What follows belongs to an exercise in optimizing a design on an open flow for small area and a short achievable clock period; a production flow would make more cautious choices. Function was checked by simulation only, so behaviour that the tests miss may differ from the original. Power figures rest on the tool's default switching activity, not on a simulated workload.

### flow/config.mk
export PLATFORM = sky130hd
export DESIGN_NAME = pwm_smoother_top
export DESIGN_NICKNAME = pwm_smoother_top
export VERILOG_FILES = /design/flow/design.v
export SDC_FILE = /design/flow/constraint.sdc
export NUM_CORES = 4
export LEC_CHECK = 0
export CAP_MARGIN = 20
export CORE_MARGIN = 2
export CORE_UTILIZATION = 60
export CTS_BUF_LIST = sky130_fd_sc_hd__clkbuf_16
export CTS_CLUSTER_DIAMETER = 100
export CTS_CLUSTER_SIZE = 24
export SLEW_MARGIN = 20
### flow/constraint.sdc
create_clock -name core_clock -period 18.0 [get_ports {clk}]
set_input_delay 3.6000 -clock core_clock [delete_from_list [all_inputs] [get_ports {clk}]]
set_output_delay 3.6000 -clock core_clock [all_outputs]
set_load 0.01 [all_outputs]
### flow/design.v
`timescale 1ns/1ps
module pwm_smoother_top (
	input  logic        clk,
	input  logic        rst_n,
	input  logic        wb_cyc,
	input  logic        wb_stb,
	input  logic        wb_we,
	input  logic [1:0]  wb_adr,
	input  logic [15:0] wb_dat_w,
	output logic [15:0] wb_dat_r,
	output logic        wb_ack,
	output logic        pwm_out
);
	logic        wait_q;        
	logic        sv0;           
	logic        sv0_n;         
	logic        sv1;           
	logic        rst_q;         
	logic        hist_clr;
	logic [2:0]  win_sel;
	logic        pwm_en;
	logic [4:0]  fill;
	logic [15:0] hist [16];     
	logic [19:0] acc;           
	logic [15:0] avg;
	logic [7:0]  cnt;
	logic [7:0]  duty_q;
	logic req, idle, rd_result, wr_sample, wr_ctrl, accept;
	assign req       = wb_cyc && wb_stb;
	assign idle      = !wb_ack && !wait_q;
	assign rd_result = !wb_we && (wb_adr == 2'd2);
	assign wr_sample = wb_we && (wb_adr == 2'd1);
	assign wr_ctrl   = wb_we && (wb_adr == 2'd0);
	assign accept    = idle && req && !(rd_result && sv1);
	always_ff @(posedge clk) begin
		wb_ack   <= accept || (wait_q && rst_n);
		wait_q   <= idle && req && rd_result && sv1;
		sv0      <= accept && wr_sample;
		sv0_n    <= !(accept && wr_sample);
		sv1      <= sv0 && rst_n;
		rst_q    <= !rst_n;
		hist_clr <= accept && wr_ctrl && (wb_dat_w[2:0] != win_sel);
		if (!rst_n) begin
			win_sel <= 3'd0;
			pwm_en  <= 1'b0;
		end else if (accept && wr_ctrl) begin
			win_sel <= wb_dat_w[2:0];
			pwm_en  <= wb_dat_w[4];
		end
	end
	always_ff @(posedge clk) begin
		case (wb_adr)
			2'd0:    wb_dat_r <= {11'd0, pwm_en, 1'b0, win_sel};
			2'd1:    wb_dat_r <= hist[0];
			2'd2:    wb_dat_r <= rst_q ? 16'd0 : avg;
			default: wb_dat_r <= rst_q ? 16'd0 : {11'd0, fill};
		endcase
	end
	always_ff @(posedge clk) begin
		if (idle && req && wr_sample)
			hist[0] <= wb_dat_w;
	end
	always_ff @(posedge clk) begin
		hist[1] <= (wb_dat_r & {16{sv0}}) | (hist[1] & {16{sv0_n}});
		for (int i = 2; i < 16; i++)
			hist[i] <= (hist[i-1] & {16{sv0}}) | (hist[i] & {16{sv0_n}});
	end
	always_ff @(posedge clk) begin
		if (rst_q || hist_clr)
			fill <= 5'd0;
		else if (sv0 && !fill[4])
			fill <= fill + 5'd1;
	end
	logic [2:0]  shift;
	logic [15:0] drop;
	assign shift = win_sel[2] ? 3'd4 : {1'b0, win_sel[1:0]};
	always_comb begin
		case (shift)
			3'd0:    drop = hist[0];
			3'd1:    drop = (fill >= 5'd2) ? hist[1]  : 16'd0;
			3'd2:    drop = (fill >= 5'd4) ? hist[3]  : 16'd0;
			3'd3:    drop = (fill >= 5'd8) ? hist[7]  : 16'd0;
			default: drop = fill[4]        ? hist[15] : 16'd0;
		endcase
	end
	logic [19:0] addend;
	assign addend = sv0 ? {4'd0, hist[0]} : ~{4'd0, drop};
	always_ff @(posedge clk) begin
		if (rst_q || hist_clr)
			acc <= 20'd0;
		else if (sv0 || sv1)
			acc <= acc + addend + {19'd0, !sv0};
	end
	always_ff @(posedge clk) begin
		if (rst_q)
			avg <= 16'd0;
		else if (sv1) begin
			case (shift)
				3'd0:    avg <= acc[15:0];
				3'd1:    avg <= acc[16:1];
				3'd2:    avg <= acc[17:2];
				3'd3:    avg <= acc[18:3];
				default: avg <= acc[19:4];
			endcase
		end
	end
	always_ff @(posedge clk) begin
		if (rst_q) begin
			cnt    <= 8'd1;
			duty_q <= 8'd0;
		end else begin
			cnt <= cnt + 8'd1;
			if (cnt == 8'd255)
				duty_q <= avg[15:8];
		end
		pwm_out <= rst_n && pwm_en && (cnt < duty_q);
	end
endmodule
### flow/flow/run.sh
#!/bin/bash
set -e
bash standard.sh SETUP_SLACK_MARGIN=13.4 BUFFER_PORTS_ARGS="-buffer_cell sky130_fd_sc_hd__buf_2" finish > standard.log 2>&1
### flow/standard.sh
#!/bin/bash
# synth_recipe.tcl (not shown) runs the flow's synth.tcl, then flattens the netlist and writes it again
# the make line also repeats each setting of config.mk as NAME=value (left out here)
make -C /OpenROAD-flow-scripts/flow DESIGN_CONFIG=/design/flow/config.mk WORK_HOME=/design/flow/orfs CLKGATE_MAP_FILE= SYNTH_SCRIPT=/design/flow/synth_recipe.tcl "${@:-finish}"
==> results of run 1 <==
path summary, 6_finish.rpt:
kind | startpoint | to | slack, ns | cells past startpoint
setup / recovery | wb_dat_r[15] | wb_dat_r[15] | 13.38 | 1
hold / removal | cnt[0] | cnt[0] | 0.43 | 1
setup reg to reg | sv0 | acc[16] | 13.59 | 13
hold reg to reg | cnt[0] | cnt[0] | 0.43 | 1
synth_stat cells (22+ instances only):
cell | count | area share [%]
dfxtp_1 | 325 | 51
a22o_1 | 267 | 18
clkbuf_1 | 77 | 2.2
mux2i_1 | 65 | 5.1
nor2_1 | 64 | 1.9
nand2_1 | 56 | 1.6
ha_1 | 28 | 2.7
a21oi_1 | 24 | 0.93
a211oi_1 | 23 | 1.3
o21ai_0 | 22 | 0.86
layer usage:
layer  share of wire [%]  wire length [um]  track usage (%)  up-vias
li1                    -                 -                -     4361
met1                  48             13400             35.6     4365
met2                  44             12400             38.3      196
met3                 5.7              1590             3.67       48
met4                 2.4               669             6.32        2
met5               0.039                11                0        -
power groups by stage:
| stage | Sequential (uW) | Combinational (uW) | Clock, uW |
|---|---|---|---|
| 2_1_floorplan | 797 | 41.1 | 0 |
| 3_3_place_gp | 802 | 51.0 | 0 |
| 3_5_place_dp | 802 | 51.8 | 0 |
| 4_1_cts | 784 | 54.7 | 446 |
| 5_1_grt | 786 | 61.4 | 468 |
| 6_report | 784 | 56.1 | 433 |
layout by cell type (no fill, tap or decap), drive strengths merged, types with 9 or more instances in the layout:
cell	netlist	layout
a211oi	24	24
a21o	9	9
a21oi	25	25
a221o	16	16
a221oi	17	17
a22o	267	267
buf	15	65
clkbuf	77	19
dfxtp	325	325
edfxtp	16	16
ha	28	28
inv	13	21
mux2i	65	65
nand2	56	56
nand3	13	13
nor2	64	64
o21ai	25	25
xnor2	13	13
timing repair:
| item | 4_1_cts | 5_1_grt |
|---|---|---|
| pin swaps | 0 | 0 |
| hold endpoints to repair | 0 | 0 |
| setup endpoints to repair | 18 | 37 |
| resized for setup | 40 | 3 |
| setup buffers | 9 | 4 |
kinds of logic after synthesis:
group | Yosys count | synth area share (%)
xor gates and xnor gates | 21 | 1.43
muxes | 66 | 5.15
adders and majority gates | 30 | 3.04
buffers and inverters | 105 | 3.11
and+or+nand+nor | 182 | 6.59
DFF | 341 | 54.3
AOI/OAI and AO/OA | 409 | 26.4
metrics by stage:
stage / hold WS, ns / setup WS, ns / instances
floorplan: 0.395 / 13.37 / 1154
global placement: 0.417 / 12.94 / 1389
detailed placement: 0.419 / 12.90 / 1389
CTS: 0.435 / 13.36 / 1425
global route: 0.448 / 13.35 / 1429
finish: 0.431 / 13.38 / 1429
final cells by class:
type                    count  area [um2]  area share, %
multi-input cells         708        5510           39.4
clock buffers              19         475           3.40
flip-flops and latches    341        7030           50.3
repair buffers             65         527           3.77
well taps                 275         344           2.46
clock inverters             8        46.3          0.331
inverters                  13        48.8          0.349
flip-flops by register name (all words and copies together), names as in the netlist:
register and count:
pwm_out 1, rst_q 1, sv0_n 1, avg 16
sv1 1, fill 5, pwm_en 1, cnt 8
hist 256, hist_clr 1, wait_q 1, wb_ack 1
sv0 1, win_sel 3, duty_q 8, acc 20
wb_dat_r 16
==> out/results.ini, run 1 <==
[run_status]
outcome = no timing/DRC/antenna violations

[sta]
fmax_ghz = 0.217
tightest_slew_ns = 1.07
setup_tns_ns = 0
skew_ns = 0.0184
rsz0062_at_grt = true
period_share_pct = 25.7
slew_headroom_pct = 28.4
finalCriticalPeriod_ns = 4.62
hold_viol_final = 0
setup_violations = 0
drv_slew = 0

[min_path]
min_path_type = register to register

[cells_and_area]
fillers = 1623
layout.nets = 1200
antennaDiodeCount = 0
area_delta_synth_final_pct = 8.74
finalCoreUtilization_pct = 66.5
drive_gt1_share_pct = 10.9
fin_area_mm2 = 0.0140

[clock_tree]
cts_tree = yes
numCtsBuffers = 18
htree_levels = 1
clockBufferDepth = 3
root_buffer = clkbuf_16
cts_sinks = 341
clk_latency_ns = 0.51
clk_pin_slew_worst_paths_ns = 0.10
hold_buffers = 0

[power]
p_seq_share_pct = 61.6
fin_total_pwr_uw = 1270
power_density_mw_per_mm2 = 91.0
switching_share_pct = 22.1
leakage_uw = 0.00545
switchingPower_uw = 281
comb_power_share_pct = 4.4
vdd.ir_drop.worst_uv = 79.8
power_report.internal_total_uw = 992
p_clk_share_pct = 34.0

[floorplanning]
rows = 53
die_h_um = 150
die_x_um = 150
pin_count = 41
core-area_mm2 = 0.0210
start_util_pct = 61.2
design.die.area_mm2 = 0.0226

[placement]
placed_area_mm2 = 0.0132
dpl.hpwl_um = 17900
port_buffers = 40
gp_congestion = 0.873

[logic_synthesis]
syn_area_per_cell_um2 = 11.1
synthArstFlopShare_pct = 0
synth_seq_cells = 341
yosys_warnings = 2
ys_types = 61
syn_area_mm2 = 0.0129
synth_seq_area_share_pct = 54.3
synth_edf_count = 16
synth_cells = 1154
ys.flop_type = dfxtp_1
synthesis.nets = 1207

[route]
wl_um = 28100
firstDrtPassIters = 4
routed_via_density = 6.28
drt-initial-drc-count = 615
wl_per_cell_um = 19.7
final_antenna_net_count = 0
drc = 0
vias = 8972

[global_route]
grt_max_degree = 199
grt_pass1_vias = 8209
grt_use_total_pct = 24.5
antenna_found_initial = 1
grt_pass1_wl_um = 44300
grt_remaining_overflow = 0

[worst_setup_path]
cp_num_buf_inv = 1
critPathRequiredTime_ns = 14.40
cp_data_arrival_time_ns = 1.02
path_class = register to output port
cp-start-kind = register
worstPathCellList = buf_6
end_kind = output port
crit_family = flip-flops
crit_fanout = 2
max_stage_delay_ns = 0.40
cpMaxStageDelayCell = dfxtp_4

[flow_run]
max-cap-violations = 0

==> run 2, diff against run 1 <==
--- a/flow/config.mk
+++ b/flow/config.mk
@@ -9,3 +9,3 @@
 export CORE_MARGIN = 2
-export CORE_UTILIZATION = 60
+export CORE_UTILIZATION = 75
 export CTS_BUF_LIST = sky130_fd_sc_hd__clkbuf_16
==> run 2 against run 1 <==
Effect of this change:
- combinational power is 2% higher
- flip-flop and latch count stayed put
- via count is 3.8% higher
- largest cell class unchanged
- count of clock-buffer cells in the layout stayed put
- critical path depth stayed put
- first-iteration DRC count is 48% higher
- setup slack worse by 0.0012 ns
- design area is 0.70% lower
- largest power group unchanged
- hold slack better by 0.015 ns
- maximum frequency hardly changed
==> out/results.ini, run 2 <==
[worst_setup_path]
cpMaxStageDelayCell = dfxtp_4
cp-start-kind = register
cp_data_arrival_time_ns = 1.02
worstPathCellList = buf_6
max_stage_delay_ns = 0.38
crit_family = flip-flops
crit_fanout = 2
critPathRequiredTime_ns = 14.40
path_class = register to output port
end_kind = output port
cp_num_buf_inv = 1

[floorplanning]
rows = 47
design.die.area_mm2 = 0.0182
pin_count = 41
die_h_um = 135
die_x_um = 135
start_util_pct = 77.0
core-area_mm2 = 0.0167

[global_route]
gr-usage-met1_pct = 42.5
grt_remaining_overflow = 0
grt_use_total_pct = 30.5
grt_most_used_layer = met2
grt_max_degree = 121
grt_pass1_vias = 8725
use_met2_pct = 50.4
grt_pass1_wl_um = 45100
met3_usage_pct = 3.57
antenna_found_initial = 0

[sta]
skew_ns = 0.0281
fmax_ghz = 0.216
hold_viol_final = 0
setup_tns_ns = 0
drv_slew = 0
slew_headroom_pct = 35.5
rsz0062_at_grt = true
finalCriticalPeriod_ns = 4.62
tightest_slew_ns = 0.967
setup_violations = 0
period_share_pct = 25.7

[logic_synthesis]
synth.most_common_cell = dfxtp_1
ys.flop_type = dfxtp_1
synth_seq_area_share_pct = 54.3
ys_top_cells_by_area = dfxtp_1 (51%), a22o_1 (18%), mux2i_1 (5.1%)
synthArstFlopShare_pct = 0
syn_area_mm2 = 0.0129
ys_types = 61
synth_edf_count = 16
synth_seq_cells = 341
synth_cells = 1154
yosys.area.top_type = dfxtp_1
synth_common_cells = dfxtp_1 (325), a22o_1 (267), clkbuf_1 (77)
syn_area_per_cell_um2 = 11.1
yosys_warnings = 2
yosysTopAreaCellShare_pct = 50.6
synthesis.nets = 1207

[cells_and_area]
drive_gt1_share_pct = 10.9
largest_register_ffs = 256
layout.nets = 1200
antennaDiodeCount = 0
final_cell_mix = dfxtp_1 (305), a22o_1 (267), mux2i_1 (65)
mostFrequentLayoutCell = dfxtp_1
reg_top3 = hist: 256 flops, acc: 20 flops
largest-register = hist
area_delta_synth_final_pct = 7.98

[clock_tree]
cts_sinks = 341
htree_levels = 1
numCtsBuffers = 18
clk_latency_ns = 0.52
cts_tree = yes
clockBufferDepth = 3
root_buffer = clkbuf_16
clk_pin_slew_worst_paths_ns = 0.10

[power]
vdd.ir_drop.worst_uv = 91.9
fin_total_pwr_uw = 1270
leakage_uw = 0.00542
power_density_mw_per_mm2 = 91.2

[route]
firstDrtPassIters = 5
wl_um = 28200
drc = 0
wl_per_cell_um = 20.6
final_antenna_net_count = 0
routed_via_density = 6.80
drt-initial-drc-count = 913
vias = 9312

[placement]
dpl.hpwl_um = 17800
gp_congestion = 0.936
port_buffers = 40

[run_status]
outcome = no timing/DRC/antenna violations

[flow_run]
max-cap-violations = 0

[min_path]
min_path_type = register to register

==> run 2: layout make-up <==
type | instances | area, um2
clock buffers | 19 | 475
clock inverters | 4 | 31.3
fillers | 972 | 2810
inverters | 13 | 48.8
multi-input cells | 708 | 5510
flip-flops and latches | 341 | 7030
well taps | 220 | 275
repair buffers | 65 | 514
==> run 2: metrics by stage <==
step	area (um2)	setup WS (ns)	hold slack, ns	cells	util (%)
finish	13900	13.38	0.446	1370	83.2
global route	13900	13.36	0.462	1370	83.2
CTS	13800	13.38	0.449	1367	82.6
detailed placement	13100	12.94	0.425	1335	78.6
global placement	13100	12.97	0.413	1335	78.6
floorplan	12900	13.37	0.395	1154	-
==> run 2: kinds of logic after synthesis <==
| group | synth area share, % |
|---|---|
| flops | 54.3 |
| buf+inv | 3.11 |
| compound gates | 26.4 |
| simple gates | 6.59 |
| mux | 5.15 |
| xor+xnor | 1.43 |
| fa+ha+maj | 3.04 |
==> run 2: worst paths after layout <==
kind,start,end,slack [ns],cells after the start
worst max-delay path,wb_dat_r[9],wb_dat_r[9],13.38,1
worst max register to register,win_sel[0],acc[16],13.64,14
worst min register to register,cnt[0],cnt[0],0.45,1
worst min-delay path,cnt[0],cnt[0],0.45,1
==> run 2: layer usage <==
layer / up-vias / part of all wire [%]
li1: 4357 / -
met1: 4532 / 44
met2: 353 / 48
met3: 70 / 6.1
met4: 0 / 2.8
met5: - / 0
==> run 2: where the power goes <==
| group | internal, uW | switching (uW) | leakage (uW) |
|---|---|---|---|
| Combinational | 26.3 | 30.8 | 0.00238 |
| Clock | 193 | 234 | 0.000260 |
| Sequential | 771 | 11.9 | 0.00278 |
==> run 2: timing repair <==
item	in CTS	in global routing
endpoints found under the setup margin	21	22
buffers inserted	9	3
gates resized for setup	33	9
endpoints found under the hold margin	0	0
pin swaps	0	1
hold buffers	0	0
==> run 3, diff against run 2 <==
--- a/flow/config.mk
+++ b/flow/config.mk
@@ -9,3 +9,3 @@
 export CORE_MARGIN = 2
-export CORE_UTILIZATION = 75
+export CORE_UTILIZATION = 60
 export CTS_BUF_LIST = sky130_fd_sc_hd__clkbuf_16
@@ -13,2 +13,4 @@
 export CTS_CLUSTER_SIZE = 24
+export GPL_TIMING_DRIVEN = 1
 export SLEW_MARGIN = 20
+export TNS_END_PERCENT = 5
==> run 3 against run 2 <==
Effect of this change:
- design area decreased by 0.20%
- sequential share of layout area up 0.083 points
- count of clock-buffer cells in the layout unchanged
- highest routed layer is now met5
==> out/results.ini, run 3 <==
[min_path]
holdPathStages = 1
min_path_type = register to register

[power]
power_density_mw_per_mm2 = 91.7
fin_total_pwr_uw = 1270
vdd.ir_drop.worst_uv = 80.7
leakage_uw = 0.00540

[cells_and_area]
largest_register_ffs = 256
largest-register = hist
layout.nets = 1195
fin_area_mm2 = 0.0139
drive_gt1_share_pct = 10.3
area_delta_synth_final_pct = 7.76
mostFrequentLayoutCell = dfxtp_1
final_cell_mix = dfxtp_1 (307), a22o_1 (267), mux2i_1 (65)
finalCoreUtilization_pct = 65.9
fillers = 1637
reg_top3 = hist: 256 flops, acc: 20 flops
antennaDiodeCount = 0

[logic_synthesis]
syn_area_per_cell_um2 = 11.1
synth_cells = 1154
synth_xor_area_share_pct = 1.43
syn_area_mm2 = 0.0129
synth_fa_ha_area_share_pct = 3.04
yosysTopAreaCellShare_pct = 50.6
synthMuxAreaShare_pct = 5.15
synth_seq_area_share_pct = 54.3
synth_edf_count = 16
ys_types = 61
synth_compound_area_share_pct = 26.4
synth_top_family_by_area = compound AO/OA/AOI/OAI gates
yosys.area_share.simple_pct = 6.59
synth.most_common_cell = dfxtp_1
ys_top_cells_by_area = dfxtp_1 (51%), a22o_1 (18%), mux2i_1 (5.1%)
synthArstFlopShare_pct = 0
synthesis.nets = 1207
yosys_warnings = 2
synth_common_cells = dfxtp_1 (325), a22o_1 (267), clkbuf_1 (77)
yosys.area.top_type = dfxtp_1
ys.flop_type = dfxtp_1
synth_seq_cells = 341

[worst_setup_path]
end_kind = output port
cpMaxStageDelayCell = dfxtp_2
cp_num_buf_inv = 1
path_class = register to output port
crit_family = flip-flops
critPathRequiredTime_ns = 14.40
max_stage_delay_ns = 0.38
worstPathCellList = buf_2
crit_fanout = 2
worst-path-stages = 1
cp_data_arrival_time_ns = 1.03
ff2ff_path_depth = 13
cp-start-kind = register

[sta]
finalCriticalPeriod_ns = 4.63
setup_tns_ns = 0
rsz0062_at_grt = true
tightest_slew_ns = 1.07
period_share_pct = 25.7
fmax_ghz = 0.216
hold_viol_final = 0
final.setup.worst_slack_ns = 13.37
drv_slew = 0
slew_headroom_pct = 28.6
setup_violations = 0
skew_ns = 0.0180

[flow_run]
max-cap-violations = 0

[floorplanning]
pin_count = 41
die_x_um = 150
core-area_mm2 = 0.0210
die_h_um = 150
start_util_pct = 61.2
rows = 53
design.die.area_mm2 = 0.0226

[clock_tree]
root_buffer = clkbuf_16
cts_tree = yes
clk_latency_ns = 0.51
cts_sinks = 341
clockBufferDepth = 3
hold_buffers = 0
htree_levels = 1
clk_pin_slew_worst_paths_ns = 0.10
numCtsBuffers = 18

[route]
wl_um = 28100
drt-initial-drc-count = 637
routed_via_density = 6.26
wl_per_cell_um = 19.7
firstDrtPassIters = 4
drc = 0
final_antenna_net_count = 0
vias = 8911

[placement]
dpl.hpwl_um = 17900
gp_congestion = 0.873
port_buffers = 40
placed_area_mm2 = 0.0132
dp_worst_setup_slack_ns = 12.90

[global_route]
grt_max_degree = 199
antenna_found_initial = 1
grt_pass1_vias = 8161
grt_use_total_pct = 24.4
grt_remaining_overflow = 0
grt_pass1_wl_um = 44200

[run_status]
outcome = no timing/DRC/antenna violations

run 3: final cells by class:
cell class | instances | area, um2 | share of cell area, %
Sequential cell | 341 | 7030 | 50.7
Multi-Input combinational cell | 708 | 5510 | 39.8
Clock buffer | 19 | 475 | 3.43
Timing Repair Buffer | 60 | 408 | 2.94
Tap cell | 275 | 344 | 2.48
Inverter | 13 | 48.8 | 0.352
Clock inverter | 8 | 46.3 | 0.334
run 3: kinds of logic (layout without fill, tap and decap cells):
| group | count (synthesis) | after routing |
|---|---|---|
| xor gates and xnor gates | 21 | 21 |
| and+or+nand+nor | 182 | 182 |
| muxes | 66 | 66 |
| DFF | 341 | 341 |
| adders and majority gates | 30 | 30 |
| AOI/OAI and AO/OA | 409 | 409 |
| buffers and inverters | 105 | 100 |
run 3: final timing paths:
kind | from | endpoint | slack [ns]
worst min-delay path | cnt[0] | cnt[0] | 0.43
worst max-delay path | wb_dat_r[0] | wb_dat_r[0] | 13.37
worst max register to register | sv0 | acc[16] | 13.61
worst min register to register | cnt[0] | cnt[0] | 0.43
run 3: layer usage:
metal / share of wire (%) / routed length, um / track usage, %
met5: 0.039 / 11 / 0
met4: 2.4 / 681 / 6.27
met3: 6.4 / 1800 / 3.70
met2: 44 / 12200 / 38.1
met1: 48 / 13300 / 35.5
run 3: through the flow:
step / cells / hold slack, ns
global placement: 1389 / 0.417
floorplan: 1154 / 0.395
finish: 1424 / 0.431
global route: 1424 / 0.448
detailed placement: 1389 / 0.419
CTS: 1423 / 0.435
run 3: where the power goes:
group | internal (uW) | switching, uW
sequential | 771 | 12.3
combinational | 25.0 | 29.3
clock | 194 | 240
run 3: timing repair:
item | in CTS | in global routing
hold endpoints to repair | 0 | 0
buffers inserted | 7 | 1
setup endpoints to repair | 18 | 39
gates resized for setup | 24 | 2
==> run 4, diff against run 3 <==
--- a/flow/config.mk
+++ b/flow/config.mk
@@ -13,3 +13,2 @@
 export CTS_CLUSTER_SIZE = 24
-export GPL_TIMING_DRIVEN = 1
 export SLEW_MARGIN = 20
==> run 4 against run 3 <==
Effect of this change:
- design area did not move
- combinational power barely moved
- clock skew did not move
- non-clock buffer count did not move
- final cell count did not move
- largest power group unchanged
- critical endpoint unchanged
- highest routed layer unchanged
- flip-flop and latch count did not move
==> out/results.ini, run 4 <==
[run_status]
outcome = no timing/DRC/antenna violations

[floorplanning]
start_util_pct = 61.2
die_x_um = 150
pin_count = 41
design.die.area_mm2 = 0.0226
rows = 53
core-area_mm2 = 0.0210
die_h_um = 150

[sta]
final.setup.worst_slack_ns = 13.37
setup_tns_ns = 0
tightest_slew_ns = 1.07
rsz0062_at_grt = true
slew_headroom_pct = 28.6
drv_slew = 0
fmax_ghz = 0.216
finalCriticalPeriod_ns = 4.63
setup_violations = 0
period_share_pct = 25.7
skew_ns = 0.0180
hold_viol_final = 0

[route]
vias = 8911
drt-initial-drc-count = 637
final_antenna_net_count = 0
wl_um = 28100
routed_via_density = 6.26
drc = 0
firstDrtPassIters = 4
wl_per_cell_um = 19.7

[placement]
dpl.hpwl_um = 17900
placed_area_mm2 = 0.0132
dp_worst_setup_slack_ns = 12.90
port_buffers = 40
gp_congestion = 0.873

[cells_and_area]
fillers = 1637
final_cell_mix = dfxtp_1 (307), a22o_1 (267), mux2i_1 (65)
finalCoreUtilization_pct = 65.9
fin_area_mm2 = 0.0139
largest-register = hist
largest_register_ffs = 256
layout.nets = 1195
mostFrequentLayoutCell = dfxtp_1
antennaDiodeCount = 0
reg_top3 = hist: 256 flops, acc: 20 flops
drive_gt1_share_pct = 10.3
area_delta_synth_final_pct = 7.76

[logic_synthesis]
yosys.area_share.simple_pct = 6.59
synthesis.nets = 1207
synth_common_cells = dfxtp_1 (325), a22o_1 (267), clkbuf_1 (77)
synth_top_family_by_area = compound AO/OA/AOI/OAI gates
syn_area_per_cell_um2 = 11.1
ys_types = 61
synth_seq_area_share_pct = 54.3
yosys_warnings = 2
synth_edf_count = 16
synth_cells = 1154
syn_area_mm2 = 0.0129
ys_top_cells_by_area = dfxtp_1 (51%), a22o_1 (18%), mux2i_1 (5.1%)
synth_compound_area_share_pct = 26.4
yosys.area.top_type = dfxtp_1
yosysTopAreaCellShare_pct = 50.6
synth_fa_ha_area_share_pct = 3.04
synthArstFlopShare_pct = 0
synth.most_common_cell = dfxtp_1
ys.flop_type = dfxtp_1
synthMuxAreaShare_pct = 5.15
synth_seq_cells = 341
synth_xor_area_share_pct = 1.43

[worst_setup_path]
reg2reg_slack_ns = 13.61
path_class = register to output port
worst-path-stages = 1
crit_family = flip-flops
ff2ff_path_depth = 13
cp_num_buf_inv = 1
r2r-start = sv0
cpMaxStageDelayCell = dfxtp_2
crit_fanout = 2
r2r-end = acc[16]
cp_data_arrival_time_ns = 1.03
worstPathCellList = buf_2
critPathRequiredTime_ns = 14.40
cp-start-kind = register
end_kind = output port
max_stage_delay_ns = 0.38

[clock_tree]
clk_pin_slew_worst_paths_ns = 0.10
cts_tree = yes
clockBufferDepth = 3
root_buffer = clkbuf_16
htree_levels = 1
hold_buffers = 0
numCtsBuffers = 18
clk_latency_ns = 0.51
cts_sinks = 341

[global_route]
grt_use_total_pct = 24.4
grt_remaining_overflow = 0
grt_max_degree = 199
grt_pass1_vias = 8161
antenna_found_initial = 1
grt_pass1_wl_um = 44200

[min_path]
worstHoldEndpoint = cnt[0]
min-delay-start = cnt[0]
min_path_type = register to register
holdPathStages = 1

[flow_run]
max-cap-violations = 0

[power]
fin_total_pwr_uw = 1270
leakage_uw = 0.00540
vdd.ir_drop.worst_uv = 80.7
power_density_mw_per_mm2 = 91.7

run 4: cell counts in the layout (fill, tap and decap cells not counted):
No cell type changed its count.
run 4: metrics by stage:
| stage | std cells | hold slack (ns) |
|---|---|---|
| 2_1_floorplan | 1154 | 0.395 |
| 3_3_place_gp | 1389 | 0.417 |
| 3_5_place_dp | 1389 | 0.419 |
| 4_1_cts | 1423 | 0.435 |
| 5_1_grt | 1424 | 0.448 |
| 6_report | 1424 | 0.431 |
run 4: power breakdown:
part / leakage, uW / internal, uW / total, uW / switching (uW)
sequential: 0.00278 / 771 / 783 / 12.3
clock: 0.000281 / 194 / 434 / 240
combinational: 0.00235 / 25.0 / 54.2 / 29.3
total: 0.00540 / 990 / 1270 / 281
run 4: layout make-up:
type / instances / area [um2] / area share (%)
clock buffer: 19 / 475 / 3.43
sequential: 341 / 7030 / 50.7
inverter: 13 / 48.8 / 0.352
multi-input combinational: 708 / 5510 / 39.8
tap: 275 / 344 / 2.48
clock inverter: 8 / 46.3 / 0.334
timing repair buffer: 60 / 408 / 2.94
run 4: worst max path at each step:
stage,start,to,slack (ns)
2_1_floorplan,wb_adr[1],hist[0][0],13.37
3_3_place_gp,wb_adr[0],hist[0][3],12.94
3_5_place_dp,wb_adr[0],hist[0][6],12.90
4_1_cts,wb_dat_r[15],wb_dat_r[15],13.36
5_1_grt,wb_dat_r[1],wb_dat_r[1],13.33
6_report,wb_dat_r[0],wb_dat_r[0],13.37
run 4: kinds of logic (layout without fill, tap and decap cells):
family                     Yosys count  in the layout
AOI/OAI and AO/OA                  409            409
DFF                                341            341
and+or+nand+nor                    182            182
buffers and inverters              105            100
muxes                               66             66
adders and majority gates           30             30
xor gates and xnor gates            21             21
run 4: routing by layer:
metal  vias to the layer above  share of wire, %  GRT usage, %
met3                        49               6.4          3.70
met1                      4309                48          35.5
met4                         2               2.4          6.27
li1                       4342                 -             -
met5                         -             0.039             0
met2                       209                44          38.1
run 4: timing repair:
item | in CTS | in global routing
setup buffers | 7 | 1
endpoints found under the setup margin | 18 | 39
resized for setup | 24 | 2
==> run 5, diff against run 4 <==
--- a/flow/config.mk
+++ b/flow/config.mk
@@ -9,3 +9,3 @@
 export CORE_MARGIN = 2
-export CORE_UTILIZATION = 60
+export CORE_UTILIZATION = 70
 export CTS_BUF_LIST = sky130_fd_sc_hd__clkbuf_16
@@ -13,2 +13,3 @@
 export CTS_CLUSTER_SIZE = 24
+export PLACE_DENSITY = 0.75
 export SLEW_MARGIN = 20
==> run 5 against run 4 <==
Effect of this change:
- critical path type unchanged
- still clean on timing, DRC and antenna
- hold slack better by 0.0087 ns
- utilization is 11 points higher
- critical path depth stayed put
==> out/results.ini, run 5 <==
[clock_tree]
htree_levels = 1
cts_sinks = 341
root_buffer = clkbuf_16
clk_latency_ns = 0.52
cts_tree = yes
hold_buffers = 0
numCtsBuffers = 18
clk_pin_slew_worst_paths_ns = 0.09
clockBufferDepth = 3

[power]
leakage_uw = 0.00538
switching_share_pct = 22.0
p_clk_share_pct = 33.9
switchingPower_uw = 279
comb_power_share_pct = 4.3
power_density_mw_per_mm2 = 92.0
vdd.ir_drop.worst_uv = 125
power_report.internal_total_uw = 989
p_seq_share_pct = 61.8

[sta]
tightest_slew_ns = 1.02
period_share_pct = 25.8
rsz0062_at_grt = true
slew_headroom_pct = 32.1
setup_tns_ns = 0
skew_ns = 0.0321
setup_violations = 0
hold_viol_final = 0
fmax_ghz = 0.215
fin_hold_ws_ns = 0.440
drv_slew = 0
finalCriticalPeriod_ns = 4.65

[cells_and_area]
fillers = 1213
mostFrequentLayoutCell = dfxtp_1
layout.nets = 1195
antennaDiodeCount = 0
area_delta_synth_final_pct = 7.14
final_cell_mix = dfxtp_1 (306), a22o_1 (267), mux2i_1 (65)
finalCoreUtilization_pct = 76.4
drive_gt1_share_pct = 10.4
reg_top3 = hist: 256 flops, acc: 20 flops
largest-register = hist
largest_register_ffs = 256

[placement]
dpl.hpwl_um = 18000
gp_congestion = 0.959
port_buffers = 40

[worst_setup_path]
worstPathCellList = buf_2
max_stage_delay_ns = 0.39
cp_num_buf_inv = 1
reg2reg_slack_ns = 13.75
cp-start-kind = register
cpMaxStageDelayCell = dfxtp_2
critPathRequiredTime_ns = 14.40
ff2ff_path_depth = 15
r2r-end = acc[16]
end_kind = output port
crit_fanout = 2
path_class = register to output port
r2r-start = fill[1]
cp_data_arrival_time_ns = 1.05
crit_family = flip-flops

[logic_synthesis]
synthMuxAreaShare_pct = 5.15
synthArstFlopShare_pct = 0
syn_area_mm2 = 0.0129
synth_edf_count = 16
syn_area_per_cell_um2 = 11.1
synth_fa_ha_area_share_pct = 3.04
synth_xor_area_share_pct = 1.43
ys_types = 61
yosys.area.top_type = dfxtp_1
synth_seq_area_share_pct = 54.3
synth_common_cells = dfxtp_1 (325), a22o_1 (267), clkbuf_1 (77)
yosys_warnings = 2
yosys.area_share.simple_pct = 6.59
ys.flop_type = dfxtp_1
synth_seq_cells = 341
synth_cells = 1154
ys_top_cells_by_area = dfxtp_1 (51%), a22o_1 (18%), mux2i_1 (5.1%)
synth_compound_area_share_pct = 26.4
synth.most_common_cell = dfxtp_1
yosysTopAreaCellShare_pct = 50.6
synthesis.nets = 1207
synth_top_family_by_area = compound AO/OA/AOI/OAI gates

[route]
routed_via_density = 6.57
wl_um = 27800
firstDrtPassIters = 7
vias = 9035
drt-initial-drc-count = 745
final_antenna_net_count = 0
wl_per_cell_um = 20.2
drc = 0

[floorplanning]
start_util_pct = 71.4
core-area_mm2 = 0.0180
pin_count = 41
die_x_um = 140
die_h_um = 140
design.die.area_mm2 = 0.0195
rows = 49

[flow_run]
max-cap-violations = 0

[global_route]
grt_remaining_overflow = 0
grt_use_total_pct = 28.1
grt_pass1_wl_um = 45000
antenna_found_initial = 0
grt_max_degree = 111
grt_pass1_vias = 8357

[run_status]
outcome = no timing/DRC/antenna violations

[min_path]
min-delay-start = cnt[0]
min_path_type = register to register
holdPathStages = 1
worstHoldEndpoint = cnt[0]

==> run 5: final cells by class <==
class	instances	area, um2	share of cell area, %
flip-flops and latches	341	7030	51.0
multi-input cells	708	5500	39.9
clock buffers	19	475	3.45
repair buffers	60	402	2.91
well taps	229	287	2.08
inverters	13	51.3	0.372
clock inverters	5	35.0	0.254
==> run 5: worst max path at each step <==
stage	to	depth (start not counted)	start
2_1_floorplan	hist[0][0]	4	wb_adr[1]
3_3_place_gp	hist[0][5]	3	wb_adr[0]
6_report	wb_dat_r[11]	1	wb_dat_r[11]
4_1_cts	wb_dat_r[15]	1	wb_dat_r[15]
3_5_place_dp	hist[0][5]	3	wb_adr[0]
5_1_grt	wb_dat_r[11]	1	wb_dat_r[11]
==> run 5: cell families (layout without fill, tap and decap cells) <==
kind of cell	Yosys count	after routing
DFF	341	341
xor gates and xnor gates	21	21
AOI/OAI and AO/OA	409	409
adders and majority gates	30	30
and+or+nand+nor	182	182
muxes	66	66
buffers and inverters	105	97
==> run 5: repair_timing <==
item / in CTS / in global routing
gates resized for setup: 25 / 8
pin swaps: 0 / 0
buffers inserted: 6 / 1
endpoints found under the setup margin: 25 / 40
==> run 5: routing by layer <==
metal	up-vias	track usage [%]	routed length [um]
li1	4347	-	-
met1	4356	41.4	13000
met2	277	44.5	12500
met3	55	3.23	1570
met4	0	7.16	765
met5	-	0	0
==> run 5: per-stage QoR <==
stage               total power, uW  setup WS, ns  std cells  cell area (um2)
global route                   1300         13.34       1375            13800
floorplan                       838         13.37       1154            12900
detailed placement              853         12.90       1344            13100
CTS                            1270         13.36       1374            13700
global placement                852         12.94       1344            13100
finish                         1270         13.35       1375            13800
==> run 5: power by group through the flow <==
stage | combinational (uW) | clock (uW) | sequential, uW
after global routing | 60.6 | 460 | 784
final | 54.9 | 430 | 783
after floorplan | 41.1 | 0 | 797
after detailed placement | 52.3 | 0 | 801
after CTS | 53.8 | 438 | 783
after global placement | 51.2 | 0 | 801
==> run 6, diff against run 5 <==
==> flow/flow/run.sh (replaced) <==
#!/bin/bash
set -e
bash standard.sh SETUP_SLACK_MARGIN=13.5 BUFFER_PORTS_ARGS="-buffer_cell sky130_fd_sc_hd__buf_2" finish > standard.log 2>&1
--- a/flow/config.mk
+++ b/flow/config.mk
@@ -9,3 +9,3 @@
 export CORE_MARGIN = 2
-export CORE_UTILIZATION = 70
+export CORE_UTILIZATION = 40
 export CTS_BUF_LIST = sky130_fd_sc_hd__clkbuf_16
@@ -13,3 +13,2 @@
 export CTS_CLUSTER_SIZE = 24
-export PLACE_DENSITY = 0.75
 export SLEW_MARGIN = 20
==> run 6 against run 5 <==
Effect of this change:
- still clean
- design area increased by 1.9%
- sequential power about the same
- routed wire length increased by 2.2%
- first-iteration DRC count decreased by 1.1%
- sequential share of layout area decreased by 0.90 points
- largest cell class unchanged
==> out/results.ini, run 6 <==
[logic_synthesis]
ys.flop_type = dfxtp_1
ys_top_cells_by_area = dfxtp_1 (51%), a22o_1 (18%), mux2i_1 (5.1%)
syn_area_mm2 = 0.0129
yosysTopAreaCellShare_pct = 50.6
synth_common_cells = dfxtp_1 (325), a22o_1 (267), clkbuf_1 (77)
synth.most_common_cell = dfxtp_1
synth_seq_cells = 341
ys_types = 61
yosys_warnings = 2
yosys.area.top_type = dfxtp_1
synth_seq_area_share_pct = 54.3
synth_cells = 1154
synthArstFlopShare_pct = 0
synthesis.nets = 1207
syn_area_per_cell_um2 = 11.1
synth_edf_count = 16

[worst_setup_path]
cp-start-kind = register
r2r-start = win_sel[0]
worstPathCellList = buf_2
r2r-end = acc[16]
reg2reg_slack_ns = 13.62
critPathRequiredTime_ns = 14.40
crit_fanout = 2
cpMaxStageDelayCell = dfxtp_2
path_class = register to output port
crit_family = flip-flops
ff2ff_path_depth = 14
cp_num_buf_inv = 1
end_kind = output port
cp_data_arrival_time_ns = 1.03
max_stage_delay_ns = 0.38

[floorplanning]
start_util_pct = 40.7
pin_count = 41
die_x_um = 183
die_h_um = 183
design.die.area_mm2 = 0.0336
core-area_mm2 = 0.0316
rows = 65

[cells_and_area]
fillers = 2966
layout.nets = 1198
antennaDiodeCount = 0
drive_gt1_share_pct = 10.7
fin_area_mm2 = 0.0140
reg_top3 = hist: 256 flops, acc: 20 flops
final_cell_mix = dfxtp_1 (305), a22o_1 (267), mux2i_1 (65)
largest_register_ffs = 256
largest-register = hist
area_delta_synth_final_pct = 9.15
mostFrequentLayoutCell = dfxtp_1

[clock_tree]
htree_levels = 1
clk_pin_slew_worst_paths_ns = 0.10
cts_sinks = 341
hold_buffers = 0
numCtsBuffers = 18
clockBufferDepth = 3
root_buffer = clkbuf_16
clk_latency_ns = 0.52
cts_tree = yes

[sta]
setup_tns_ns = 0
skew_ns = 0.0200
drv_slew = 0
setup_violations = 0
tightest_slew_ns = 1.12
slew_headroom_pct = 25.3
hold_viol_final = 0
finalCriticalPeriod_ns = 4.63
period_share_pct = 25.7
fmax_ghz = 0.216
rsz0062_at_grt = true

[route]
drt-initial-drc-count = 737
drc = 0
final_antenna_net_count = 0
wl_per_cell_um = 18.3
wl_um = 28400
vias = 8803
routed_via_density = 5.66
firstDrtPassIters = 5

[min_path]
worstHoldEndpoint = hist[3][10]
min_path_type = register to register
min-delay-start = hist[2][10]
holdPathStages = 1

[placement]
gp_congestion = 0.834
placed_area_mm2 = 0.0134
dpl.hpwl_um = 18400
port_buffers = 40

[power]
power_report.internal_total_uw = 990
switchingPower_uw = 286
leakage_uw = 0.00541
switching_share_pct = 22.4
p_seq_share_pct = 61.3
p_clk_share_pct = 34.3
vdd.ir_drop.worst_uv = 60.6
comb_power_share_pct = 4.3
power_density_mw_per_mm2 = 90.9

[run_status]
outcome = no timing/DRC/antenna violations

[global_route]
grt_pass1_wl_um = 45900
grt_max_degree = 109
antenna_found_initial = 0
grt_pass1_vias = 8307
grt_use_total_pct = 16.7
grt_remaining_overflow = 0

[flow_run]
max-cap-violations = 0

## run 6: cell counts after synthesis
Identical to the previous run, type by type.
## run 6: cell type report
class / count / area (um2) / share of cell area [%]
Timing Repair Buffer: 63 / 412 / 2.93
Clock buffer: 19 / 475 / 3.39
Multi-Input combinational cell: 708 / 5520 / 39.3
Sequential cell: 341 / 7030 / 50.1
Tap cell: 402 / 503 / 3.58
Clock inverter: 8 / 46.3 / 0.330
Inverter: 13 / 48.8 / 0.348
## run 6: how the worst max path moves through the flow
stage	start	end	slack, ns	cells past startpoint
floorplan	wb_adr[1]	hist[0][0]	13.37	4
global placement	wb_adr[0]	hist[0][12]	12.89	3
detailed placement	wb_adr[0]	hist[0][8]	12.87	3
CTS	wb_dat_r[8]	wb_dat_r[8]	13.35	1
global route	wb_dat_r[9]	wb_dat_r[9]	13.33	1
finish	wb_dat_r[12]	wb_dat_r[12]	13.37	1
## run 6: through the flow
step / hold WS [ns] / total power (uW) / instances / utilization (%) / setup slack [ns]
final: 0.449 / 1280 / 1554 / 44.4 / 13.37
after global routing: 0.453 / 1330 / 1554 / 44.4 / 13.33
after CTS: 0.452 / 1290 / 1552 / 44.3 / 13.35
after detailed placement: 0.433 / 854 / 1518 / 42.3 / 12.87
after global placement: 0.416 / 854 / 1518 / 42.3 / 12.89
after floorplan: 0.395 / 838 / 1154 / - / 13.37
## run 6: layer usage
layer | GRT usage (%) | routed length (um) | share of wire (%) | up-vias
met5 | 0 | 0 | 0 | -
met4 | 4.64 | 737 | 2.6 | 0
met3 | 2.16 | 946 | 3.3 | 35
met2 | 25.5 | 12200 | 43 | 148
met1 | 24.8 | 14600 | 51 | 4263
li1 | - | - | - | 4357
## run 6: logic make-up after synthesis
| kind of cell | after synthesis | share of synthesized area [%] |
|---|---|---|
| AOI/OAI and AO/OA | 409 | 26.4 |
| DFF | 341 | 54.3 |
| and+or+nand+nor | 182 | 6.59 |
| buffers and inverters | 105 | 3.11 |
| muxes | 66 | 5.15 |
| adders and majority gates | 30 | 3.04 |
| xor gates and xnor gates | 21 | 1.43 |
## run 6: power by group through the flow
stage | sequential, uW | clock, uW | combinational (uW)
floorplan | 797 | 0 | 41.1
global placement | 801 | 0 | 53.1
detailed placement | 801 | 0 | 53.6
CTS | 783 | 453 | 55.1
global route | 785 | 480 | 61.4
finish | 783 | 438 | 55.5
## run 6: repair_timing
item	4_1_cts	5_1_grt
setup buffers	7	2
endpoints found under the setup margin	35	52
cloned	0	0
resized for setup	26	5
==> run 7, diff against run 6 <==
--- a/flow/design.v
+++ b/flow/design.v
@@ -20,2 +20,3 @@
 	logic [2:0]  win_sel;
+	logic [4:0]  win;           
 	logic        pwm_en;
@@ -44,2 +45,3 @@
 			win_sel <= 3'd0;
+			win     <= 5'd1;
 			pwm_en  <= 1'b0;
@@ -47,2 +49,3 @@
 			win_sel <= wb_dat_w[2:0];
+			win     <= wb_dat_w[2] ? 5'd16 : (5'd1 << wb_dat_w[1:0]);
 			pwm_en  <= wb_dat_w[4];
@@ -73,14 +76,8 @@
 	end
-	logic [2:0]  shift;
 	logic [15:0] drop;
-	assign shift = win_sel[2] ? 3'd4 : {1'b0, win_sel[1:0]};
-	always_comb begin
-		case (shift)
-			3'd0:    drop = hist[0];
-			3'd1:    drop = (fill >= 5'd2) ? hist[1]  : 16'd0;
-			3'd2:    drop = (fill >= 5'd4) ? hist[3]  : 16'd0;
-			3'd3:    drop = (fill >= 5'd8) ? hist[7]  : 16'd0;
-			default: drop = fill[4]        ? hist[15] : 16'd0;
-		endcase
-	end
+	logic [4:0] take;
+	assign take = win & {fill[4], |fill[4:3], |fill[4:2], |fill[4:1], 1'b1};
+	assign drop = (hist[0] & {16{take[0]}}) | (hist[1] & {16{take[1]}})
+	            | (hist[3] & {16{take[2]}}) | (hist[7] & {16{take[3]}})
+	            | (hist[15] & {16{take[4]}});
 	logic [19:0] addend;
@@ -97,9 +94,5 @@
 		else if (sv1) begin
-			case (shift)
-				3'd0:    avg <= acc[15:0];
-				3'd1:    avg <= acc[16:1];
-				3'd2:    avg <= acc[17:2];
-				3'd3:    avg <= acc[18:3];
-				default: avg <= acc[19:4];
-			endcase
+			avg <= (acc[15:0] & {16{win[0]}}) | (acc[16:1] & {16{win[1]}})
+			     | (acc[17:2] & {16{win[2]}}) | (acc[18:3] & {16{win[3]}})
+			     | (acc[19:4] & {16{win[4]}});
 		end
--- a/flow/config.mk
+++ b/flow/config.mk
@@ -9,3 +9,3 @@
 export CORE_MARGIN = 2
-export CORE_UTILIZATION = 40
+export CORE_UTILIZATION = 70
 export CTS_BUF_LIST = sky130_fd_sc_hd__clkbuf_16
==> run 7 against run 6 <==
Effect of this change:
- still clean
- count of clock-buffer cells in the layout is 1 lower
- via count is 4.6% higher
- sequential power is 1% higher
- hold slack worse by 0.0027 ns
- first-iteration DRC count is 52% higher
- global-route usage is 11 points higher
- critical path depth stayed put
- utilization is 32 points higher
- clock skew is 0.0060 ns higher
- critical path type unchanged
==> out/results.ini, run 7 <==
[cells_and_area]
antennaDiodeCount = 0
layout.nets = 1183
mostFrequentLayoutCell = dfxtp_1
largest_register_ffs = 256
reg_top3 = hist: 256 flops, acc: 20 flops
drive_gt1_share_pct = 10.2
area_delta_synth_final_pct = 7.09
final_cell_mix = dfxtp_1 (312), a22o_1 (268), nor2_1 (57)
largest-register = hist
fin_area_mm2 = 0.0137

[clock_tree]
numCtsBuffers = 18
clk_latency_ns = 0.52
hold_buffers = 0
clockBufferDepth = 3
htree_levels = 1
cts_sinks = 345
root_buffer = clkbuf_16
clk_pin_slew_worst_paths_ns = 0.09
cts_tree = yes

[logic_synthesis]
yosys_warnings = 2
synth_seq_cells = 345
synth_seq_area_share_pct = 55.1
ys.flop_type = dfxtp_1
synth_common_cells = dfxtp_1 (329), a22o_1 (268), clkbuf_1 (81)
yosysTopAreaCellShare_pct = 51.4
syn_area_mm2 = 0.0128
synthArstFlopShare_pct = 0
syn_area_per_cell_um2 = 11.2
ys_types = 66
yosys.area.top_type = dfxtp_1
synthesis.nets = 1199
synth_cells = 1147
synth.most_common_cell = dfxtp_1
ys_top_cells_by_area = dfxtp_1 (51%), a22o_1 (18%), edfxtp_1 (3.7%)
synth_edf_count = 16

[route]
vias = 9212
firstDrtPassIters = 9
wl_per_cell_um = 20.5
drc = 0
routed_via_density = 6.75
final_antenna_net_count = 0
drt-initial-drc-count = 1117
wl_um = 28000

[worst_setup_path]
critPathRequiredTime_ns = 14.40
cpMaxStageDelayCell = dfxtp_4
end_kind = output port
cp_num_buf_inv = 1
cp_data_arrival_time_ns = 1.01
worstPathCellList = buf_6
crit_fanout = 2
crit_family = flip-flops
max_stage_delay_ns = 0.37
cp-start-kind = register
ff2ff_path_depth = 12
path_class = register to output port
worst-path-stages = 1

[sta]
drv_slew = 0
finalCriticalPeriod_ns = 4.61
hold_viol_final = 0
period_share_pct = 25.6
final.setup.worst_slack_ns = 13.39
rsz0062_at_grt = true
fin_hold_ws_ns = 0.446
tightest_slew_ns = 0.979
fmax_ghz = 0.217
skew_ns = 0.0260
setup_tns_ns = 0
slew_headroom_pct = 34.5
setup_violations = 0

[power]
power_density_mw_per_mm2 = 92.0
vdd.ir_drop.worst_uv = 113
leakage_uw = 0.00530

[min_path]
min_path_type = register to register
holdPathStages = 1

[placement]
placed_area_mm2 = 0.0130
dpl.hpwl_um = 17700
port_buffers = 40
dp_worst_setup_slack_ns = 12.78
gp_congestion = 0.968

[global_route]
grt_pass1_wl_um = 44900
grt_use_total_pct = 28.0
grt_remaining_overflow = 0
antenna_found_initial = 0
grt_max_degree = 235
grt_pass1_vias = 8518

[floorplanning]
pin_count = 41
die_h_um = 139
rows = 49
start_util_pct = 71.3
die_x_um = 139
core-area_mm2 = 0.0180
design.die.area_mm2 = 0.0194

[flow_run]
max-cap-violations = 0

[run_status]
outcome = no timing/DRC/antenna violations

-- run 7: metrics by stage --
stage / cells / util (%) / power [uW]
2_1_floorplan: 1147 / - / 844
5_1_grt: 1365 / 76.4 / 1300
3_3_place_gp: 1330 / 72.6 / 858
6_report: 1365 / 76.4 / 1260
3_5_place_dp: 1330 / 72.6 / 859
4_1_cts: 1364 / 76.1 / 1270
-- run 7: worst paths after layout --
kind	end	from	slack, ns
max	wb_dat_r[3]	wb_dat_r[3]	13.39
min	wait_q	wb_ack	0.45
max reg2reg	acc[14]	win[3]	13.81
min reg2reg	wait_q	wb_ack	0.45
-- run 7: area by class of cell --
type                            count  area (um2)
Sequential cell                   345        7110
Multi-Input combinational cell    693        5360
Fill cell                        1200        4240
Clock buffer                       18         450
Timing Repair Buffer               59         408
Tap cell                          229         287
Inverter                           14        52.6
Clock inverter                      7        51.3
-- run 7: logic make-up after synthesis --
| kind of cell | after synthesis | synth area share, % |
|---|---|---|
| muxes | 22 | 1.72 |
| adders and majority gates | 29 | 2.95 |
| xor gates and xnor gates | 19 | 1.30 |
| buffers and inverters | 109 | 3.25 |
| AOI/OAI and AO/OA | 443 | 29.0 |
| DFF | 345 | 55.1 |
| and+or+nand+nor | 180 | 6.67 |
-- run 7: per-layer routing --
metal | vias up | global-route usage (%) | routed length [um]
li1 | 4395 | - | -
met1 | 4463 | 41.2 | 13000
met2 | 300 | 42.8 | 12500
met3 | 54 | 4.85 | 1770
met4 | 0 | 8.08 | 711
met5 | - | 0 | 0
-- run 7: report_power, final --
group | leakage, uW | internal, uW | switching, uW | total (uW)
clock network | 0.000263 | 185 | 234 | 419
logic | 0.00222 | 23.4 | 28.0 | 51.4
registers | 0.00281 | 780 | 12.8 | 793
total | 0.00530 | 988 | 275 | 1260
-- run 7: timing repair --
item                                    4_1_cts  5_1_grt
endpoints found under the setup margin       37       46
gates resized for setup                      29        5
buffers inserted                              9        0
gates cloned                                  0        1
==> run 8, diff against run 7 <==
==> flow/flow/run.sh (replaced) <==
#!/bin/bash
set -e
bash standard.sh SETUP_SLACK_MARGIN=13.25 BUFFER_PORTS_ARGS="-buffer_cell sky130_fd_sc_hd__buf_2" finish > standard.log 2>&1
--- a/flow/config.mk
+++ b/flow/config.mk
@@ -9,3 +9,3 @@
 export CORE_MARGIN = 2
-export CORE_UTILIZATION = 70
+export CORE_UTILIZATION = 60
 export CTS_BUF_LIST = sky130_fd_sc_hd__clkbuf_16
==> run 8 against run 7 <==
Effect of this change:
- synthesized cell count did not move
- register-to-register slack got worse by 0.30 ns
- first-iteration DRC count down 34%
- critical endpoint is now wb_dat_r[7]
- maximum frequency down 4.1%
- critical path type unchanged
- non-clock buffer count fell by 8
- sequential share of layout area grew 0.12 points
- setup slack worse by 0.20 ns
- area after synthesis unchanged
- global-route usage is 3.1 points lower
- count of clock-buffer cells in the layout increased by 1
- final cell count increased by 2.8%
- critical path depth is the same
==> out/results.ini, run 8 <==
[sta]
setup_violations = 0
setup_tns_ns = 0
hold_viol_final = 0
final.setup.worst_slack_ns = 13.20
skew_ns = 0.0173
drv_slew = 0
period_share_pct = 26.7
finalCriticalPeriod_ns = 4.80
tightest_slew_ns = 1.02
fmax_ghz = 0.208
rsz0062_at_grt = true
slew_headroom_pct = 31.8

[route]
final_antenna_net_count = 0
routed_via_density = 6.40
wl_per_cell_um = 19.9
firstDrtPassIters = 6
wl_um = 27900
drc = 0
vias = 8978
drt-initial-drc-count = 734

[clock_tree]
cts_sinks = 345
cts_tree = yes
numCtsBuffers = 18
clockBufferDepth = 3
clk_pin_slew_worst_paths_ns = 0.09
post_cts_buffers = 0
clk_latency_ns = 0.51
hold_buffers = 0
cts_resized = 1
root_buffer = clkbuf_16
htree_levels = 1

[global_route]
grt_max_degree = 112
grt_pass1_wl_um = 45200
grt_remaining_overflow = 0
antenna_found_initial = 0
grt_use_total_pct = 24.9
grt_pass1_vias = 8142

[cells_and_area]
largest-register = hist
fillers = 1673
layout.nets = 1175
mostFrequentLayoutCell = dfxtp_1
drive_gt1_share_pct = 7.98
reg_top3 = hist: 256 flops, acc: 20 flops
final_cell_mix = dfxtp_1 (327), a22o_1 (268), nor2_1 (57)
area_delta_synth_final_pct = 6.29
largest_register_ffs = 256
antennaDiodeCount = 0

[logic_synthesis]
synth_seq_area_share_pct = 55.1
syn_area_per_cell_um2 = 11.2
synth_common_cells = dfxtp_1 (329), a22o_1 (268), clkbuf_1 (81)
synthMuxAreaShare_pct = 1.72
ys_types = 66
synth_edf_count = 16
yosysTopAreaCellShare_pct = 51.4
synthesis.nets = 1199
synth_xor_area_share_pct = 1.30
ys_top_cells_by_area = dfxtp_1 (51%), a22o_1 (18%), edfxtp_1 (3.7%)
ys.flop_type = dfxtp_1
synth_top_family_by_area = compound AO/OA/AOI/OAI gates
synth_compound_area_share_pct = 29.0
synth.most_common_cell = dfxtp_1
synthArstFlopShare_pct = 0
yosys.area_share.simple_pct = 6.67
synth_fa_ha_area_share_pct = 2.95
yosys_warnings = 2
synth_seq_cells = 345
yosys.area.top_type = dfxtp_1
synth_cells = 1147
syn_area_mm2 = 0.0128

[placement]
port_buffers = 40
dpl.hpwl_um = 18100
dp_worst_setup_slack_ns = 12.66
gp_congestion = 0.927

[floorplanning]
die_x_um = 150
core-area_mm2 = 0.0210
die_h_um = 150
rows = 53
start_util_pct = 61.0
design.die.area_mm2 = 0.0225
pin_count = 41

[worst_setup_path]
end_kind = output port
critPathRequiredTime_ns = 14.40
cpMaxStageDelayCell = dfxtp_1
path_class = register to output port
cp-start-kind = register
worstPathCellList = buf_2
cp_num_buf_inv = 1
crit_family = flip-flops
crit_fanout = 2
cp_data_arrival_time_ns = 1.20
max_stage_delay_ns = 0.50

[power]
leakage_uw = 0.00522
vdd.ir_drop.worst_uv = 74.6
power_density_mw_per_mm2 = 93.1

[min_path]
min_path_type = register to register

[flow_run]
max-cap-violations = 0

[run_status]
outcome = no timing/DRC/antenna violations

==> run 8: where the power goes <==
part | leakage [uW] | internal, uW | switching (uW) | total, uW
Sequential | 0.00280 | 780 | 13.2 | 794
Combinational | 0.00215 | 22.1 | 27.0 | 49.2
Clock | 0.000268 | 193 | 233 | 426
==> run 8: cell type report <==
| cell class | instances | area [um2] | area share [%] |
|---|---|---|---|
| Clock buffer | 19 | 475 | 3.49 |
| Tap cell | 275 | 344 | 2.53 |
| Inverter | 14 | 52.6 | 0.386 |
| Sequential cell | 345 | 7070 | 51.9 |
| Timing Repair Buffer | 51 | 290 | 2.13 |
| Multi-Input combinational cell | 693 | 5350 | 39.3 |
| Clock inverter | 6 | 35.0 | 0.257 |
==> run 8: per-stage QoR <==
step | cells | cell area (um2) | utilization, % | hold slack (ns) | power [uW]
6_report | 1403 | 13600 | 64.8 | 0.455 | 1270
5_1_grt | 1403 | 13600 | 64.8 | 0.470 | 1320
4_1_cts | 1403 | 13600 | 64.7 | 0.458 | 1280
3_5_place_dp | 1378 | 13100 | 62.3 | 0.419 | 859
3_3_place_gp | 1378 | 13100 | 62.3 | 0.419 | 859
2_1_floorplan | 1147 | 12800 | - | 0.396 | 843
==> run 8: final timing paths <==
kind               startpoint          end  slack (ns)  cells after the start
setup / recovery  wb_dat_r[7]  wb_dat_r[7]       13.20                      1
hold / removal    hist[14][5]  hist[15][5]        0.45                      1
setup reg to reg       win[1]      acc[12]       13.51                     12
hold reg to reg   hist[14][5]  hist[15][5]        0.45                      1
==> run 8: per-layer routing <==
metal | global-route usage (%) | up-vias | share of wire, %
met3 | 2.67 | 25 | 4.8
met5 | 0 | - | 0
li1 | - | 4382 | -
met1 | 36.8 | 4367 | 48
met2 | 39.8 | 204 | 46
met4 | 5.00 | 0 | 1.2
==> run 8: logic make-up (layout without fill, tap and decap cells) <==
| family | count (synthesis) | after routing |
|---|---|---|
| multiplexers | 22 | 22 |
| buffers and inverters | 109 | 90 |
| flip-flops | 345 | 345 |
| AO/OA/AOI/OAI | 443 | 443 |
| AND/OR/NAND/NOR | 180 | 180 |
| XOR/XNOR | 19 | 19 |
| adder cells (fa/ha/maj) | 29 | 29 |
==> run 9, diff against run 8 <==
==> flow/flow/run.sh (replaced) <==
#!/bin/bash
set -e
bash standard.sh SETUP_SLACK_MARGIN=13.4 BUFFER_PORTS_ARGS="-buffer_cell sky130_fd_sc_hd__buf_2" finish > standard.log 2>&1
==> run 9 against run 8 <==
Effect of this change:
- largest cell class unchanged
- non-clock buffer count is 4 higher
- register-to-register slack better by 0.05 ns
- global-route usage is 0.13 points lower
- sequential power hardly changed
- design area is 0.24% higher
- area after synthesis stayed put
- clock power hardly changed
- largest power group unchanged
- clock skew is 0.0088 ns higher
- die area stayed put
- sequential share of layout area hardly changed
- utilization is 0.15 points higher
- first-iteration DRC count is 4.1% higher
==> out/results.ini, run 9 <==
[run_status]
outcome = no timing/DRC/antenna violations

[sta]
tightest_slew_ns = 1.00
final.setup.worst_slack_ns = 13.33
skew_ns = 0.0262
rsz0062_at_grt = true
setup_tns_ns = 0
fmax_ghz = 0.214
finalCriticalPeriod_ns = 4.67
fin_hold_ws_ns = 0.439
period_share_pct = 25.9
drv_slew = 0
setup_violations = 0
hold_viol_final = 0
slew_headroom_pct = 32.8

[worst_setup_path]
critPathLaunch = wb_dat_r[3]
r2r-start = win[1]
cp-start-kind = register
path_class = register to output port
critPathRequiredTime_ns = 14.40
max_stage_delay_ns = 0.41
end_kind = output port
cpMaxStageDelayCell = dfxtp_4
cp_data_arrival_time_ns = 1.07
cp_num_buf_inv = 1
crit_fanout = 2
crit_family = flip-flops
worstPathCellList = buf_2

[clock_tree]
htree_levels = 1
numCtsBuffers = 18
root_buffer = clkbuf_16
clockBufferDepth = 3
cts_tree = yes
clk_pin_slew_worst_paths_ns = 0.10
cts_sinks = 345
clk_latency_ns = 0.53

[logic_synthesis]
synth.most_common_cell = dfxtp_1
synth_cells = 1147
ys.flop_type = dfxtp_1
synth_edf_count = 16
synthArstFlopShare_pct = 0
synth_common_cells = dfxtp_1 (329), a22o_1 (268), clkbuf_1 (81)
ys_types = 66
ys_top_cells_by_area = dfxtp_1 (51%), a22o_1 (18%), edfxtp_1 (3.7%)
synth_seq_cells = 345
syn_area_mm2 = 0.0128
syn_area_per_cell_um2 = 11.2
yosysTopAreaCellShare_pct = 51.4
synth_seq_area_share_pct = 55.1
synthesis.nets = 1199
yosys.area.top_type = dfxtp_1
yosys_warnings = 2

[route]
vias = 9016
drc = 0
final_antenna_net_count = 0
wl_um = 28200
firstDrtPassIters = 8
routed_via_density = 6.40
drt-initial-drc-count = 764
wl_per_cell_um = 20.0

[floorplanning]
core-area_mm2 = 0.0210
start_util_pct = 61.0
die_h_um = 150
design.die.area_mm2 = 0.0225
die_x_um = 150
rows = 53
pin_count = 41

[global_route]
grt_max_degree = 102
antenna_found_initial = 0
grt_pass1_vias = 8121
grt_remaining_overflow = 0
grt_pass1_wl_um = 44900
grt_use_total_pct = 24.8

[cells_and_area]
reg_top3 = hist: 256 flops, acc: 20 flops
layout.nets = 1179
drive_gt1_share_pct = 9.00
final_cell_mix = dfxtp_1 (319), a22o_1 (268), nor2_1 (57)
antennaDiodeCount = 0
area_delta_synth_final_pct = 6.54
mostFrequentLayoutCell = dfxtp_1
largest-register = hist
largest_register_ffs = 256
fin_area_mm2 = 0.0137

[placement]
port_buffers = 40
gp_congestion = 0.904
dpl.hpwl_um = 18400
dp_worst_setup_slack_ns = 12.75
placed_area_mm2 = 0.0131

[flow_run]
max-cap-violations = 0

[min_path]
min-delay-start = cnt[0]
min_path_type = register to register

[power]
leakage_uw = 0.00524
power_density_mw_per_mm2 = 92.8
vdd.ir_drop.worst_uv = 86.9

-- run 9: cell counts after synthesis --
No cell type changed its count.
-- run 9: metrics by stage --
step,util (%),power [uW],std cells
finish,64.9,1270,1408
global route,64.9,1310,1408
CTS,64.8,1280,1405
detailed placement,62.3,860,1379
global placement,62.3,859,1379
floorplan,-,844,1147
-- run 9: logic make-up (layout without fill, tap and decap cells) --
family                     count (synthesis)  count (layout)  synth area share [%]
buffers and inverters                    109              95                  3.25
adders and majority gates                 29              29                  2.95
xor gates and xnor gates                  19              19                  1.30
muxes                                     22              22                  1.72
DFF                                      345             345                  55.1
AOI/OAI and AO/OA                        443             443                  29.0
and+or+nand+nor                          180             180                  6.67
-- run 9: what timing repair did --
action,CTS,global route
pin swaps,0,1
hold buffers,0,0
setup buffers,0,3
gates resized for setup,11,0
setup endpoints to repair,18,26
endpoints found under the hold margin,0,0
-- run 9: final cells by class --
cell class / count / area, um2
multi-input cells: 693 / 5350
inverters: 14 / 52.6
clock inverters: 8 / 55.1
repair buffers: 55 / 313
clock buffers: 18 / 450
well taps: 275 / 344
fillers: 1660 / 7370
flip-flops and latches: 345 / 7090
-- run 9: where the power goes --
part	total, uW	leakage [uW]	switching [uW]	internal (uW)
clock network	425	0.000268	239	186
logic	49.1	0.00217	27.0	22.2
registers	794	0.00281	13.6	780
total	1270	0.00524	279	988
-- run 9: final timing paths --
kind                 end  slack (ns)  depth (start not counted)
min reg2reg       cnt[0]        0.44                          1
max reg2reg      acc[12]       13.56                         12
min               cnt[0]        0.44                          1
max          wb_dat_r[3]       13.33                          1
-- run 9: per-layer routing --
| metal | track usage, % | up-vias | share of wire, % |
|---|---|---|---|
| met5 | 0 | - | 0 |
| met4 | 5.57 | 0 | 2.0 |
| met3 | 3.39 | 40 | 4.9 |
| met1 | 37.3 | 4379 | 49 |
| li1 | - | 4396 | - |
| met2 | 38.0 | 201 | 44 |

[afterwards: timing with drivers on the ports]
No port has a modelled driver above. Below, the same layouts with a new extraction and two added sets of constraints.
Step 1 assumes that a clkbuf_16 drives the clock port and a buf_2 every other input.
Step 2 times the ports against the registers' clock, not the clock port: input delays grow and output delays shrink by t, the midpoint of the rising clock arrivals with the driver on.
a / b / c = ideal ports / drivers / drivers and shift; a / b = the first two.
| run | shift t [ns] | setup slack, ns | latest minus earliest clock arrival (ns) | slew at the worst register clock pin (ns) | worst slew at a driven data input, ns |
|---|---|---|---|---|---|
| run 1 | 0.551 | 13.381 / 13.333 / 12.990 | 0.025 / 0.024 | 0.10 / 0.10 | 0.06 |
| run 2 | 0.553 | 13.380 / 13.333 / 12.895 | 0.029 / 0.029 | 0.10 / 0.10 | 0.04 |
| run 3 | 0.551 | 13.367 / 13.319 / 12.861 | 0.025 / 0.025 | 0.10 / 0.10 | 0.06 |
| run 4 | 0.551 | 13.367 / 13.319 / 12.861 | 0.025 / 0.025 | 0.10 / 0.10 | 0.06 |
| run 5 | 0.553 | 13.354 / 13.308 / 12.864 | 0.033 / 0.033 | 0.11 / 0.11 | 0.04 |
| run 6 | 0.557 | 13.365 / 13.314 / 13.017 | 0.020 / 0.020 | 0.10 / 0.10 | 0.05 |
| run 7 | 0.559 | 13.394 / 13.345 / 12.872 | 0.026 / 0.026 | 0.10 / 0.10 | 0.04 |
| run 8 | 0.550 | 13.198 / 13.150 / 12.900 | 0.018 / 0.019 | 0.10 / 0.10 | 0.04 |
| run 9 | 0.562 | 13.332 / 13.285 / 12.882 | 0.028 / 0.027 | 0.10 / 0.10 | 0.03 |
After both steps every run listed still meets setup and hold. The setup slack of run 7, which loses most, moves by -0.049 ns with the drivers and by -0.522 ns with both steps.
